What follows belongs to an exercise in optimizing a design on an open flow for small area, a short achievable clock period and few clock cycles; a production flow would make more cautious choices.
RTL that was checked went through simulation tests only; none was proved equivalent to the original.
Power figures rest on the tool's default switching activity, not on a simulated workload.

==> flow/design.v (excerpt) <==
module foreground_line_engine
#(
    parameter int NUM_OBJECTS  = 64,
    parameter int MAX_PER_LINE = 16,
    localparam int OW = $clog2(NUM_OBJECTS),
    localparam int HW = $clog2(MAX_PER_LINE + 1),
    localparam int N  = MAX_PER_LINE
) (
    input  logic          gpu_clk,
    input  logic          rst_n,
    input  logic          prefetch_start_i,
    input  logic [7:0]    prefetch_y_i,
    output logic          busy_o,
    output logic          done_o,
    output logic          miss_o,
    output logic          overflow_o,
    output logic [OW-1:0] obm_addr_o,
    input  mapache64::obm_object_t   obm_object_i,
    output logic [7:0]    pmf_addr_o,
    input  logic [15:0]   pmf_line_i,
    input  logic [7:0]    display_x_i,
    input  logic [7:0]    display_y_i,
    output mapache64::pixel_t        pixel_o,
    output logic          valid_o
);
    localparam bit EARLY_STOP = 1'b1;
    logic           busy_q, scan_q, drain_q, done_q, miss_q, ovf_q, overflow_q;
    logic           rr_q, victim_q;
    logic [OW-1:0]  idx_q;
    logic [HW-1:0]  hcnt_q;
    logic [7:0]     y_q, pmf_addr_q, dy;
    logic           hit1_q, hit2_q, hflip1_q, hflip2_q;
    logic [3:0]     slot1_q, slot2_q;
    logic [2:0]     xlo1_q, xlo2_q;
    logic           accept, on_line, full, new_hit, drop, last, stop, unused_rsvd;
    logic [15:0]    lrot;
    assign accept      = prefetch_start_i && !busy_q;
    assign dy          = y_q - obm_object_i.y;
    assign on_line     = dy[7:3] == 5'd0;
    assign full        = hcnt_q == HW'(MAX_PER_LINE);
    assign new_hit     = scan_q && on_line && !full;
    assign drop        = scan_q && on_line && full;
    assign last        = idx_q == '0;
    assign stop        = last || (EARLY_STOP && drop);
    assign unused_rsvd = ^obm_object_i.rsvd;
    always_ff @(posedge gpu_clk or negedge rst_n) begin
  ...
Size: ~2900 cells after synthesis, roughly 44000 sq um of cells after synthesis.
make LEC_CHECK=0 ABC_CLOCK_PERIOD_IN_PS=3500 CAP_MARGIN=20 CORE_MARGIN=2 CORE_UTILIZATION=60 SETUP_SLACK_MARGIN=5 SLEW_MARGIN=20 finish   # period 10.0 ns
run.sh (not shown) runs the stock make flow with config.mk's settings and CLKGATE_MAP_FILE= SYNTH_SCRIPT=/design/flow/synth_recipe.tcl, a recipe that flattens the netlist after the stock synthesis.
Edit:
--- a/flow/design.v
+++ b/flow/design.v
@@ -38,13 +38,13 @@
 );
     logic [7:0]  ex_q [N];
     logic [2:0]  ec_q [N];
     logic [15:0] el_q [N];
     logic [4:0]  cnt_q;
     logic        tag_valid_q;
-    logic [4:0]  node [2*N-1];
+    logic [4:0]  leaf [N];
     logic [7:0]  tag_y_q;
     always_ff @(posedge clk or negedge rst_n) begin
         if (!rst_n) begin
             tag_valid_q <= 1'b0;
         end else if (start_i) begin
             tag_valid_q <= 1'b0;
@@ -53,12 +53,18 @@
         end
     end
     always_ff @(posedge clk) begin
         if (start_i) tag_y_q <= start_y_i;
         if (commit_i) cnt_q <= commit_cnt_i;
     end
+    logic [7:0] rd_lo_oh;
+    logic [4:0] rd_hi;
+    for (genvar j = 0; j < 8; j++) begin : g_dec
+        assign rd_lo_oh[j] = rd_x_i[2:0] == 3'(j);
+    end
+    assign rd_hi    = rd_x_i[7:3];
     for (genvar e = 0; e < N; e++) begin : g_ent
         logic       ge, in;
         logic [4:0] hi1;
         logic [1:0] lum;
         always_ff @(posedge clk) begin
             if (xc_we_i && xc_slot_i == 4'(e)) begin
@@ -66,20 +72,34 @@
                 ec_q[e] <= color_i;
             end
             if (l_we_i && l_slot_i == 4'(e)) el_q[e] <= l_i;
         end
         assign ge  = rd_x_i[2:0] >= ex_q[e][2:0];
         assign hi1 = ex_q[e][7:3] + 5'd1;
-        assign in  = ge ? rd_x_i[7:3] == ex_q[e][7:3] : rd_x_i[7:3] == hi1;
-        assign lum = el_q[e][2*rd_x_i[2:0] +: 2];
-        assign node[N-1+e] = {(in && cnt_q > 5'(e)) ? lum : 2'd0, ec_q[e]};
-    end
-    for (genvar i = N - 2; i >= 0; i--) begin : g_tree
-        assign node[i] = node[2*i+1][4:3] != 2'd0 ? node[2*i+1] : node[2*i+2];
-    end
-    assign rd_pix_o = node[0][4:3] != 2'd0 ? node[0] : 5'd0;
+        assign in  = ge ? rd_hi == ex_q[e][7:3] : rd_hi == hi1;
+        always_comb begin
+            lum = 2'd0;
+            for (int j = 0; j < 8; j++) lum = lum | ({2{rd_lo_oh[j]}} & el_q[e][2*j +: 2]);
+        end
+        assign leaf[e] = {(in && cnt_q > 5'(e)) ? lum : 2'd0, ec_q[e]};
+    end
+    function automatic logic [4:0] first4(input logic [19:0] d);
+        logic [4:0] r;
+        r = d[19:15];
+        if (d[14:13] != 2'd0) r = d[14:10];
+        if (d[9:8] != 2'd0)   r = d[9:5];
+        if (d[4:3] != 2'd0)   r = d[4:0];
+        first4 = r;
+    endfunction
+    logic [4:0] grp [N/4];
+    for (genvar q = 0; q < N/4; q++) begin : g_grp
+        assign grp[q] = first4({leaf[4*q+3], leaf[4*q+2], leaf[4*q+1], leaf[4*q]});
+    end
+    logic [4:0] root;
+    assign root     = first4({grp[3], grp[2], grp[1], grp[0]});
+    assign rd_pix_o = root[4:3] != 2'd0 ? root : 5'd0;
     assign match_o = tag_valid_q && tag_y_q == rd_y_i;
 endmodule
 module foreground_line_engine
 #(
     parameter int NUM_OBJECTS  = 64,
     parameter int MAX_PER_LINE = 16,
@@ -107,20 +127,23 @@
     localparam bit EARLY_STOP = 1'b1;
     logic           busy_q, scan_q, drain_q, done_q, miss_q, ovf_q, overflow_q;
     logic           rr_q, victim_q;
     logic [OW-1:0]  idx_q;
     logic [HW-1:0]  hcnt_q;
     logic [7:0]     y_q, pmf_addr_q, dy;
+    logic [4:0]     y_hi_m1;
     logic           hit1_q, hit2_q, hflip1_q, hflip2_q;
     logic [3:0]     slot1_q, slot2_q;
     logic [2:0]     xlo1_q, xlo2_q;
     logic           accept, on_line, full, new_hit, drop, last, stop, unused_rsvd;
     logic [15:0]    lrot;
     assign accept      = prefetch_start_i && !busy_q;
     assign dy          = y_q - obm_object_i.y;
-    assign on_line     = dy[7:3] == 5'd0;
+    assign y_hi_m1     = y_q[7:3] - 5'd1;
+    assign on_line     = obm_object_i.y[7:3] == y_q[7:3] ? obm_object_i.y[2:0] <= y_q[2:0]
+                       : obm_object_i.y[7:3] == y_hi_m1 && obm_object_i.y[2:0] > y_q[2:0];
     assign full        = hcnt_q == HW'(MAX_PER_LINE);
     assign new_hit     = scan_q && on_line && !full;
     assign drop        = scan_q && on_line && full;
     assign last        = idx_q == '0;
     assign stop        = last || (EARLY_STOP && drop);
     assign unused_rsvd = ^obm_object_i.rsvd;
Effect: Routed wire length rose by about 14%; critical path depth is lower by 1; cell area rises by about 0.6%; die area grows by 0.36%; power climbs by 0.35%; final cell count rose by about 5.5%; setup slack loses 0.19 ns; via count grows by about 12%; combinational power grows by about 5%; sequential power barely changes; clock power barely changes; fmax is lower by 3.7%; register-to-register slack gets worse by 0.71 ns; non-clock buffer count drops by 4.
No functional check of the RTL was part of any run of this note.

========
Another version of the RTL of foreground_line_engine (not shown whole).
Size in the first run: roughly 2,900 cells after synthesis, ~990 flip-flops, about 99 I/O pins, roughly 0.044 mm² of cells after synthesis.
==> module fg_line_buffer, before the edit <==
module fg_line_buffer
#(
    parameter int N = 16
) (
    input  logic            clk,
    input  logic            rst_n,
    input  logic            start_i,
    input  logic [7:0]      start_y_i,
    input  logic            commit_i,
    input  logic [4:0]      commit_cnt_i,
    input  logic            xc_we_i,
    input  logic [3:0]      xc_slot_i,
    input  logic [7:0]      x_i,
    input  logic [2:0]      color_i,
    input  logic            l_we_i,
    input  logic [3:0]      l_slot_i,
    input  logic [15:0]     l_i,
    input  logic [7:0]      rd_x_i,
    input  logic [7:0]      rd_y_i,
    output logic            match_o,
    output logic [5*N/4-1:0] rd_grp_o
);
    logic [7:0]  ex_q [N];
    logic [2:0]  ec_q [N];
    logic [15:0] el_q [N];
    logic [4:0]  cnt_q;
    logic        tag_valid_q;
    logic [4:0]  leaf [N];
    logic [7:0]  tag_y_q;
    always_ff @(posedge clk or negedge rst_n) begin
        if (!rst_n) begin
            tag_valid_q <= 1'b0;
        end else if (start_i) begin
            tag_valid_q <= 1'b0;
        end else if (commit_i) begin
            tag_valid_q <= 1'b1;
        end
    end
    always_ff @(posedge clk) begin
        if (start_i) tag_y_q <= start_y_i;
        if (commit_i) cnt_q <= commit_cnt_i;
    end
    function automatic logic lt3(input logic [2:0] a, input logic [2:0] b);
        lt3 = (!a[2] && b[2]) || (a[2] == b[2] && ((!a[1] && b[1]) || (a[1] == b[1] && !a[0] && b[0])));
    endfunction
    function automatic logic [4:0] inc5(input logic [4:0] a);
        for (int i = 0; i < 5; i++) inc5[i] = a[i] ^ (&(a | ~((5'd1 << i) - 5'd1)));
    endfunction
    logic [7:0] rd_lo_oh;
    logic [4:0] rd_hi;
    for (genvar j = 0; j < 8; j++) begin : g_dec
        assign rd_lo_oh[j] = rd_x_i[2:0] == 3'(j);
    end
    assign rd_hi    = rd_x_i[7:3];
    for (genvar e = 0; e < N; e++) begin : g_ent
        logic       ge, in;
        logic [4:0] d, t;
        logic [1:0] lum;
        always_ff @(posedge clk) begin
            if (xc_we_i && xc_slot_i == 4'(e)) begin
                ex_q[e] <= x_i;
                ec_q[e] <= color_i;
            end
            if (l_we_i && l_slot_i == 4'(e)) el_q[e] <= l_i;
        end
        assign ge  = !lt3(rd_x_i[2:0], ex_q[e][2:0]);
        assign d   = rd_hi ^ ex_q[e][7:3];
        assign t   = ex_q[e][7:3] ^ inc5(ex_q[e][7:3]);
        assign in  = ge ? d == 5'd0 : d == t;
        always_comb begin
            lum = 2'd0;
            for (int j = 0; j < 8; j++) lum = lum | ({2{rd_lo_oh[j]}} & el_q[e][2*j +: 2]);
        end
        assign leaf[e] = {(in && cnt_q > 5'(e)) ? lum : 2'd0, ec_q[e]};
    end
    function automatic logic [4:0] first4(input logic [19:0] d);
        logic [4:0] r;
        r = d[19:15];
        if (d[14:13] != 2'd0) r = d[14:10];
        if (d[9:8] != 2'd0)   r = d[9:5];
        if (d[4:3] != 2'd0)   r = d[4:0];
        first4 = r;
    endfunction
    for (genvar q = 0; q < N/4; q++) begin : g_grp
        assign rd_grp_o[5*q +: 5] = first4({leaf[4*q+3], leaf[4*q+2], leaf[4*q+1], leaf[4*q]});
    end
    assign match_o = tag_valid_q && tag_y_q == rd_y_i;
endmodule
make LEC_CHECK=0 CAP_MARGIN=20 CORE_MARGIN=2 CORE_UTILIZATION=60 CTS_CLUSTER_DIAMETER=100 CTS_CLUSTER_SIZE=30 SETUP_SLACK_MARGIN=5 SLEW_MARGIN=20 finish   # period 10.0 ns
The first run ran to the end with no violations.
Testbench counts at the start, summed over its fixed seeds: cycles 12,278.
Next try:
--- a/flow/design.v
+++ b/flow/design.v
@@ -71,5 +71,5 @@
     for (genvar e = 0; e < N; e++) begin : g_ent
         logic       ge, in;
-        logic [4:0] d, t;
+        logic [4:0] hi1;
         logic [1:0] lum;
         always_ff @(posedge clk) begin
@@ -81,7 +81,6 @@
         end
         assign ge  = !lt3(rd_x_i[2:0], ex_q[e][2:0]);
-        assign d   = rd_hi ^ ex_q[e][7:3];
-        assign t   = ex_q[e][7:3] ^ inc5(ex_q[e][7:3]);
-        assign in  = ge ? d == 5'd0 : d == t;
+        assign hi1 = inc5(ex_q[e][7:3]);
+        assign in  = ge ? rd_hi == ex_q[e][7:3] : rd_hi == hi1;
         always_comb begin
             lum = 2'd0;
After rerunning: Worst hold slack hardly moves; core utilization fell by 0.60 points; power rose by about 0.8%; sequential power is about the same; cell area is about the same; wire length rose by about 1.7%; flip-flop and latch count is unchanged; combinational power hardly moves; count of clock-buffer cells in the layout fell by 4; setup slack got worse by 0.029 ns; maximum frequency fell by 0.60%; area after synthesis is about the same; die area barely changes; global-route usage rose by 0.27 points.
For the second run of this note, only the layout was checked, not whether the RTL still works.

==> separate check: timing with driven ports <==
In the flow no input, the clock included, has a driving cell. The finished layouts below were timed again as built, in two steps. Step 1, drivers: a clkbuf_16 drives gpu_clk and a buf_2 each remaining input, both assumed. Step 2 moves the port delays by t, midway between the first and last clock arrival at a register: inputs arrive t later, outputs are due t later. That takes back most of the time a late clock gives input paths. Slacks: no drivers / after step 1 / after step 2; pairs: no drivers / after step 1.
run	t, ns	setup slack, ns	worst register clock-pin slew, ns	pins driven straight from the clock port
the first run of note 1	0.730	5.000 / 4.883 / 4.154	0.07 / 0.07	1
the second run of note 1	0.718	4.809 / 4.657 / 3.938	0.07 / 0.07	1
the first run of note 2	0.682	5.103 / 5.130 / 4.448	0.12 / 0.12	1
the second run of note 2	0.686	5.074 / 5.006 / 4.476	0.12 / 0.12	1
After both steps setup and hold are still met in every run listed. For the second run of note 1, which loses most, drivers alone change the setup slack by -0.152 ns; drivers and shift together by -0.871 ns.
